Context: an optimization exercise on an open-source flow, tuned for small area, a short achievable clock period and few clock cycles. The choices shown serve that exercise and are no tape-out recipe.
Function was checked by simulation only, so behaviour that the tests miss may differ from the original.
No activity file was given, so power comes from the tool's default toggle rates.

$ cat flow/design.v
package coprocessador_pkg;
  localparam int DATA_W_DEF = 8;
  localparam int N_MAX_DEF = 5;
  localparam logic [2:0] OP_ADD = 3'b000;
  localparam logic [2:0] OP_SUB = 3'b001;
  localparam logic [2:0] OP_OPO = 3'b010;
  localparam logic [2:0] OP_MUL = 3'b011;
  localparam logic [2:0] OP_TRN = 3'b100;
  localparam logic [2:0] OP_UNS = 3'b101;
  localparam logic [2:0] OP_SCL = 3'b110;
  localparam logic [2:0] OP_CLR = 3'b111;
  typedef enum logic [1:0] {ST_IDLE, ST_CALC, ST_DONE} state_t;
  typedef enum logic [1:0] {ALU_ADD, ALU_SUB, ALU_NEG, ALU_SCL} alu_op_t;
endpackage
import coprocessador_pkg::*;
module elemento_alu
#(
  parameter int DATA_W = DATA_W_DEF
) (
  input  logic signed [DATA_W-1:0] i_a,
  input  logic signed [DATA_W-1:0] i_b,
  input  coprocessador_pkg::alu_op_t i_op,
  output logic signed [DATA_W-1:0] o_y,
  output logic                     o_ovf
);
  localparam int FW = 2*DATA_W+1;
  logic signed [FW-1:0] w_a, w_b, w_full;
  always_comb begin
    w_a = {{(FW-DATA_W){i_a[DATA_W-1]}}, i_a};
    w_b = {{(FW-DATA_W){i_b[DATA_W-1]}}, i_b};
    w_full = (i_op == ALU_SUB) ? w_a - w_b :
             (i_op == ALU_NEG) ? -w_a :
             (i_op == ALU_SCL) ? w_a * w_b : w_a + w_b;
    o_y = w_full[DATA_W-1:0];
    o_ovf = w_full != {{(FW-DATA_W){w_full[DATA_W-1]}}, w_full[DATA_W-1:0]};
  end
endmodule
import coprocessador_pkg::*;
module coprocessador_param
#(
  parameter int DATA_W = DATA_W_DEF,
  parameter int N_MAX = N_MAX_DEF,
  localparam int M_W = N_MAX*N_MAX*DATA_W
) (
  input  logic           clk,
  input  logic           rst,
  input  logic           start,
  input  logic [2:0]     tamanho,
  input  logic [2:0]     op,
  input  logic [M_W-1:0] matriz1,
  input  logic [M_W-1:0] matriz2,
  output logic [M_W-1:0] matrizresult,
  output logic           overflow,
  output logic           erro,
  output logic           busy,
  output logic           done
);
  localparam int AW = 2*DATA_W+3;
  localparam logic [2:0] N_TOP = 3'(N_MAX);
  typedef logic signed [DATA_W-1:0] elem_t;
  coprocessador_pkg::state_t r_state;
  logic [2:0] r_op, r_n, r_i, r_j, r_k;
  logic [AW-1:0] r_acc;
  logic r_ovf, r_erro;
  elem_t r_a [N_MAX][N_MAX];
  elem_t r_b [N_MAX][N_MAX];
  elem_t r_res [N_MAX][N_MAX];
  elem_t w_a, w_b, w_y;
  coprocessador_pkg::alu_op_t w_alu_op;
  logic w_alu_ovf, w_mac_ovf, w_last_i, w_last_j, w_last_k, w_step, w_bad, w_imm;
  logic signed [2*DATA_W-1:0] w_pa, w_pb, w_prod;
  logic [AW-1:0] w_acc_nx;
  always_comb begin
    w_a = (r_op == OP_TRN) ? r_a[r_j][r_i] : r_a[r_i][r_j];
    w_b = (r_op == OP_SCL) ? r_b[0][0] : (r_op == OP_TRN) ? '0 : r_b[r_i][r_j];
    w_alu_op = (r_op == OP_SUB) ? ALU_SUB : (r_op == OP_OPO) ? ALU_NEG :
               (r_op == OP_SCL) ? ALU_SCL : ALU_ADD;
    w_pa = {{DATA_W{r_a[r_i][r_k][DATA_W-1]}}, r_a[r_i][r_k]};
    w_pb = {{DATA_W{r_b[r_k][r_j][DATA_W-1]}}, r_b[r_k][r_j]};
    w_prod = w_pa * w_pb;
    w_acc_nx = ((r_k == 3'd0) ? '0 : r_acc) + {{3{w_prod[2*DATA_W-1]}}, w_prod};
    w_mac_ovf = w_acc_nx != {{(AW-DATA_W){w_acc_nx[DATA_W-1]}}, w_acc_nx[DATA_W-1:0]};
    w_last_i = r_i == r_n - 3'd1;
    w_last_j = r_j == r_n - 3'd1;
    w_last_k = r_k == r_n - 3'd1;
    w_step = (r_op != OP_MUL) || w_last_k;
    w_bad = (tamanho < 3'd2) || (tamanho > N_TOP) || (op == OP_UNS);
    w_imm = w_bad || (op == OP_CLR);
  end
  elemento_alu #(.DATA_W(DATA_W)) u_alu (
    .i_a(w_a), .i_b(w_b), .i_op(w_alu_op), .o_y(w_y), .o_ovf(w_alu_ovf)
  );
  always_ff @(posedge clk) begin
    if (rst) begin
      r_state <= ST_IDLE;
      r_op <= '0;
      r_n <= '0;
      r_i <= '0;
      r_j <= '0;
      r_k <= '0;
      r_acc <= '0;
      r_ovf <= 1'b0;
      r_erro <= 1'b0;
      for (int x = 0; x < N_MAX; x++)
        for (int y = 0; y < N_MAX; y++) begin
          r_a[x][y] <= '0;
          r_b[x][y] <= '0;
          r_res[x][y] <= '0;
        end
    end else begin
      unique case (r_state)
        ST_IDLE: if (start) begin
          r_op <= op;
          r_n <= tamanho;
          for (int x = 0; x < N_MAX; x++)
            for (int y = 0; y < N_MAX; y++) begin
              r_a[x][y] <= matriz1[(x*N_MAX+y)*DATA_W +: DATA_W];
              r_b[x][y] <= matriz2[(x*N_MAX+y)*DATA_W +: DATA_W];
              r_res[x][y] <= '0;
            end
          r_ovf <= 1'b0;
          r_erro <= w_bad;
          r_i <= '0;
          r_j <= '0;
          r_k <= '0;
          r_acc <= '0;
          r_state <= w_imm ? ST_DONE : ST_CALC;
        end
        ST_CALC: begin
          if (r_op == OP_MUL) begin
            r_acc <= w_acc_nx;
            r_k <= w_last_k ? 3'd0 : r_k + 3'd1;
            if (w_last_k) begin
              r_res[r_i][r_j] <= w_acc_nx[DATA_W-1:0];
              r_ovf <= r_ovf | w_mac_ovf;
            end
          end else begin
            r_res[r_i][r_j] <= w_y;
            r_ovf <= r_ovf | w_alu_ovf;
          end
          if (w_step) begin
            r_j <= w_last_j ? 3'd0 : r_j + 3'd1;
            if (w_last_j) r_i <= r_i + 3'd1;
            if (w_last_i && w_last_j) r_state <= ST_DONE;
          end
        end
        ST_DONE: r_state <= ST_IDLE;
        default: r_state <= ST_IDLE;
      endcase
    end
  end
  for (genvar g = 0; g < N_MAX; g++) begin : g_row
    for (genvar h = 0; h < N_MAX; h++) begin : g_col
      assign matrizresult[(g*N_MAX+h)*DATA_W +: DATA_W] = r_res[g][h];
    end
  end
  assign overflow = r_ovf;
  assign erro = r_erro;
  assign busy = r_state != ST_IDLE;
  assign done = r_state == ST_DONE;
endmodule
$ cat flow/run.sh
#!/bin/bash
# synth_recipe.tcl (not shown) runs the flow's synth.tcl, then flattens the netlist and writes it again
# the make line also repeats each setting of config.mk as NAME=value (left out here)
make -C /OpenROAD-flow-scripts/flow DESIGN_CONFIG=/design/flow/config.mk WORK_HOME=/design/flow/orfs CLKGATE_MAP_FILE= SYNTH_SCRIPT=/design/flow/synth_recipe.tcl finish
$ cat flow/config.mk
export PLATFORM = sky130hd
export DESIGN_NAME = coprocessador_param
export DESIGN_NICKNAME = coprocessador_param
export VERILOG_FILES = /design/flow/design.v
export SDC_FILE = /design/flow/constraint.sdc
export NUM_CORES = 4
export LEC_CHECK = 0
export CAP_MARGIN = 20
export CORE_MARGIN = 2
export CORE_UTILIZATION = 35
export SLEW_MARGIN = 20
$ cat flow/constraint.sdc
create_clock -name core_clock -period 12.0 [get_ports {clk}]
set_input_delay 2.4000 -clock core_clock [delete_from_list [all_inputs] [get_ports {clk}]]
set_output_delay 2.4000 -clock core_clock [all_outputs]
set_load 0.01 [all_outputs]
==> impl_metrics.tcl <==
set metrics [dict create \
    clkTransAtPathRegs_ns 0.06 \
    critPathKind "flip-flop to flip-flop" \
    synth_mux_area_share_pct 1.94 \
    setup_viol 0 \
    synthSimpleGateAreaFrac_pct 21.5 \
    dpl-instance-area_um2 46300 \
    worst-r2r-cell-count 32 \
    synth_edf_count 200 \
    r2r_start "r_i[0]" \
    setup_tns_ns 0 \
    grtUsageMet3_pct 10.9 \
    cpMostUsedCell "nor2_1" \
    multi_input_area_um2 21700 \
    clock_skew_ns 0.0421 \
    synthArstFlopShare_pct 0 \
    leakage_nw 18.2 \
    mostFrequentLayoutCell "nand2_1" \
    syn-num-nets 5259 \
    grt_util_all_layers_pct 36.6 \
    start_util_pct 35.1 \
    ff_latch_area_um2 14800 \
    final_net_count 5804 \
    num_vias 40321 \
    peakVddDrop_v 0.0000996 \
    cp-start-kind "flip-flop" \
    postLayoutCellArea_um2 48700 \
    grtUsageMet1_pct 48.7 \
    hp-class "flip-flop to flip-flop" \
    hold_viol 0 \
    synth_ff_type "dfxtp_1" \
    cp.required_ns 12.58 \
    synth_cells 4609 \
    r2r_slack_ns 0.94 \
    first_global_vias 38374 \
    rows 121 \
    holdCritStartpoint "r_acc[11]" \
    yosys_warnings 4 \
    first_iter_violations 4908 \
    period_needed_ns 11.06 \
    slew_headroom_pct 22.0 \
    n_fill_cell 10766 \
    yosysUniqueCellTypes 99 \
    clock_path_buffers 3 \
    drc 0 \
    synth_area_um2 38200 \
    die_area_um2 112000 \
    fmax_mhz 90.4 \
    whs_path_depth 2 \
    drv_cap 0 \
    drt_pass1_iterations 10 \
    stdcell_count 6633 \
    overflow 0 \
    layout_common_cells "1026 x nand2_1, 611 x clkdlybuf4s50_1, 526 x a21oi_1" \
    drive_above_1_share_pct 7.01 \
    via_per_inst 6.08 \
    cts.sink_count 638 \
    postCtsSetupRepairBufs 0 \
    die_y_um 334 \
    worst_pin_slew_ns 1.17 \
    r2r_end "r_ovf" \
    routed_wl_um 211000 \
    period_share_pct 92.2 \
    wl_per_cell_um 31.9 \
    end_kind "flip-flop" \
    ant_nets 0 \
    hpwl_um 164000 \
    place_congestion 1.09 \
    grt_pass1_wl_um 293000 \
    io_pins 613 \
    yosysSeqAreaShare_pct 38.7 \
    fin_ws_ns 0.941 \
    use_met2_pct 54.1 \
    cts_made_buffers 70 \
    avgSynthCellArea_um2 8.28 \
    grt_start_max_net_pins 201 \
    syn_to_final_growth_pct 27.6 \
    rsz0062_at_grt "false" \
    synth-compound-area-share_pct 20.5 \
    grt-busiest-layer "met2" \
    cpPeakStageDelay_ns 0.95 \
    clock_latency_ns 0.68 \
    htreeDepth 3 \
    portBuffers 612 \
    synth_top_family_by_area "simple AND/OR/NAND/NOR gates" \
    antenna_found_initial 10 \
    min_to "r_acc[11]" \
    outcome "no timing/DRC/antenna violations" \
    cts_tree "done" \
    power.density_nw_per_um2 155 \
    fin_util_pct 44.9 \
    cp_max_fo 26 \
    cpMaxStageDelayCell "nor2_1" \
    synthAdderAreaFrac_pct 10.2 \
    synth_xor_area_share_pct 2.03 \
    cts_resized 0 \
    dp_slack_ns 1.24 \
    cts_root_buf "clkbuf_16" \
    synth_seq_cells 638 \
    critPathLaunch "r_i[0]" \
    maxSlewViolCount 0 \
    crit_arrival_ns 11.64 \
    die_x_um 334 \
    core_um2 109000 \
    ctsHoldBuffers 0 \
    dp_cells 6496 \
]
## layer usage
| metal | wire length, um | up-vias | share of wire, % |
|---|---|---|---|
| met5 | 41 | - | 0.019 |
| met4 | 11300 | 6 | 5.4 |
| met3 | 23100 | 618 | 11 |
| met2 | 88800 | 2652 | 42 |
| met1 | 88100 | 19705 | 42 |
| li1 | - | 17340 | - |
## cell type report
type                       count  share of cell area [%]
inverter                     206                    1.59
sequential                   638                    30.3
clock inverter                32                   0.938
tap                         1414                    3.63
multi-input combinational   3484                    44.5
timing repair buffer         754                    14.9
antenna                        9                  0.0462
clock buffer                  96                    4.03
## worst max-delay path: cells and delay by family (launching register included)
family,cells,cell delay (ns)
AND/OR/NAND/NOR,9,3.62
adder cells (fa/ha/maj),7,3.22
flip-flops,1,0.41
XOR/XNOR,1,0.47
buffers and inverters,3,0.40
AO/OA/AOI/OAI,12,2.85
## cell usage after synthesis (49+ instances only)
master,n,share of area (%)
o21ai_0,72,0.94
dfxtp_1,438,23
xnor2_1,56,1.3
buf_2,51,0.67
and2_1,72,1.2
nand4_1,66,1.1
nand2_1,1027,10
a22oi_1,156,3.1
nor2_1,428,4.2
a21oi_1,527,6.9
clkbuf_1,205,2.0
nor3_1,67,0.88
edfxtp_1,200,16
a22o_1,49,1.1
inv_1,206,2.0
nand3_1,106,1.4
a221oi_1,65,1.5
fa_1,118,6.2
ha_1,123,4.0
## flip-flops by register name, summed over array words and instances, names as in the netlist, 2 cells and up
name     count
r_a        200
r_b        200
r_res      200
r_acc       19
r_i          3
r_j          3
r_k          3
r_n          3
r_op         3
r_state      2
## through the flow
stage                     hold slack, ns  power (W)
final                              0.463    0.00753
after global routing               0.483    0.00784
after CTS                          0.463    0.00749
after detailed placement           0.455    0.00521
after global placement             0.445    0.00522
after floorplan                    0.436    0.00409
## worst max path at each step
stage             to  depth (start not counted)
2_1_floorplan  r_ovf                         35
3_3_place_gp   r_ovf                         32
3_5_place_dp   r_ovf                         33
4_1_cts        r_ovf                         33
5_1_grt        r_ovf                         33
6_report       r_ovf                         32
## logic make-up (layout without fill, tap and decap cells)
kind of cell | Yosys count | in the layout
AOI/OAI and AO/OA | 1176 | 1176
xor gates and xnor gates | 86 | 86
adders and majority gates | 241 | 241
buffers and inverters | 487 | 1088
DFF | 638 | 638
muxes | 68 | 68
other | 0 | 9
and+or+nand+nor | 1913 | 1913
## power breakdown
group	switching, W	total [W]	leakage (nW)	internal [W]
combinational	0.00161	0.00258	11.3	0.000964
clock	0.000945	0.00228	1.18	0.00133
sequential	0.000280	0.00267	5.76	0.00239
total	0.00284	0.00753	18.2	0.00469
Testbench counts, summed over its fixed seeds: cycles 46,133.

## what the ideal ports hide
No port has a modelled driver above. Below, the same layout with a new extraction and two added sets of constraints.
Step 1, drivers: a clkbuf_16 drives clk and a buf_2 each remaining input, both assumed.
Step 2, shift: input delay + t, output delay - t, t = (earliest + latest rising clock arrival at the registers) / 2. This alone moves slack from input paths to output paths.
Three values: ideal, step 1, step 2; two values: the first two.
t, ns: 0.736
setup WS [ns]: 0.941 / 0.941 / 0.941
worst setup path after step 2: register to register
slew at the worst register clock pin (ns): 0.07 / 0.07
worst slew at a driven data input, ns: 0.12
After both steps this run still meets setup and hold. The setup slack of this run moves by 0.000 ns with the drivers and by 0.000 ns with both steps.
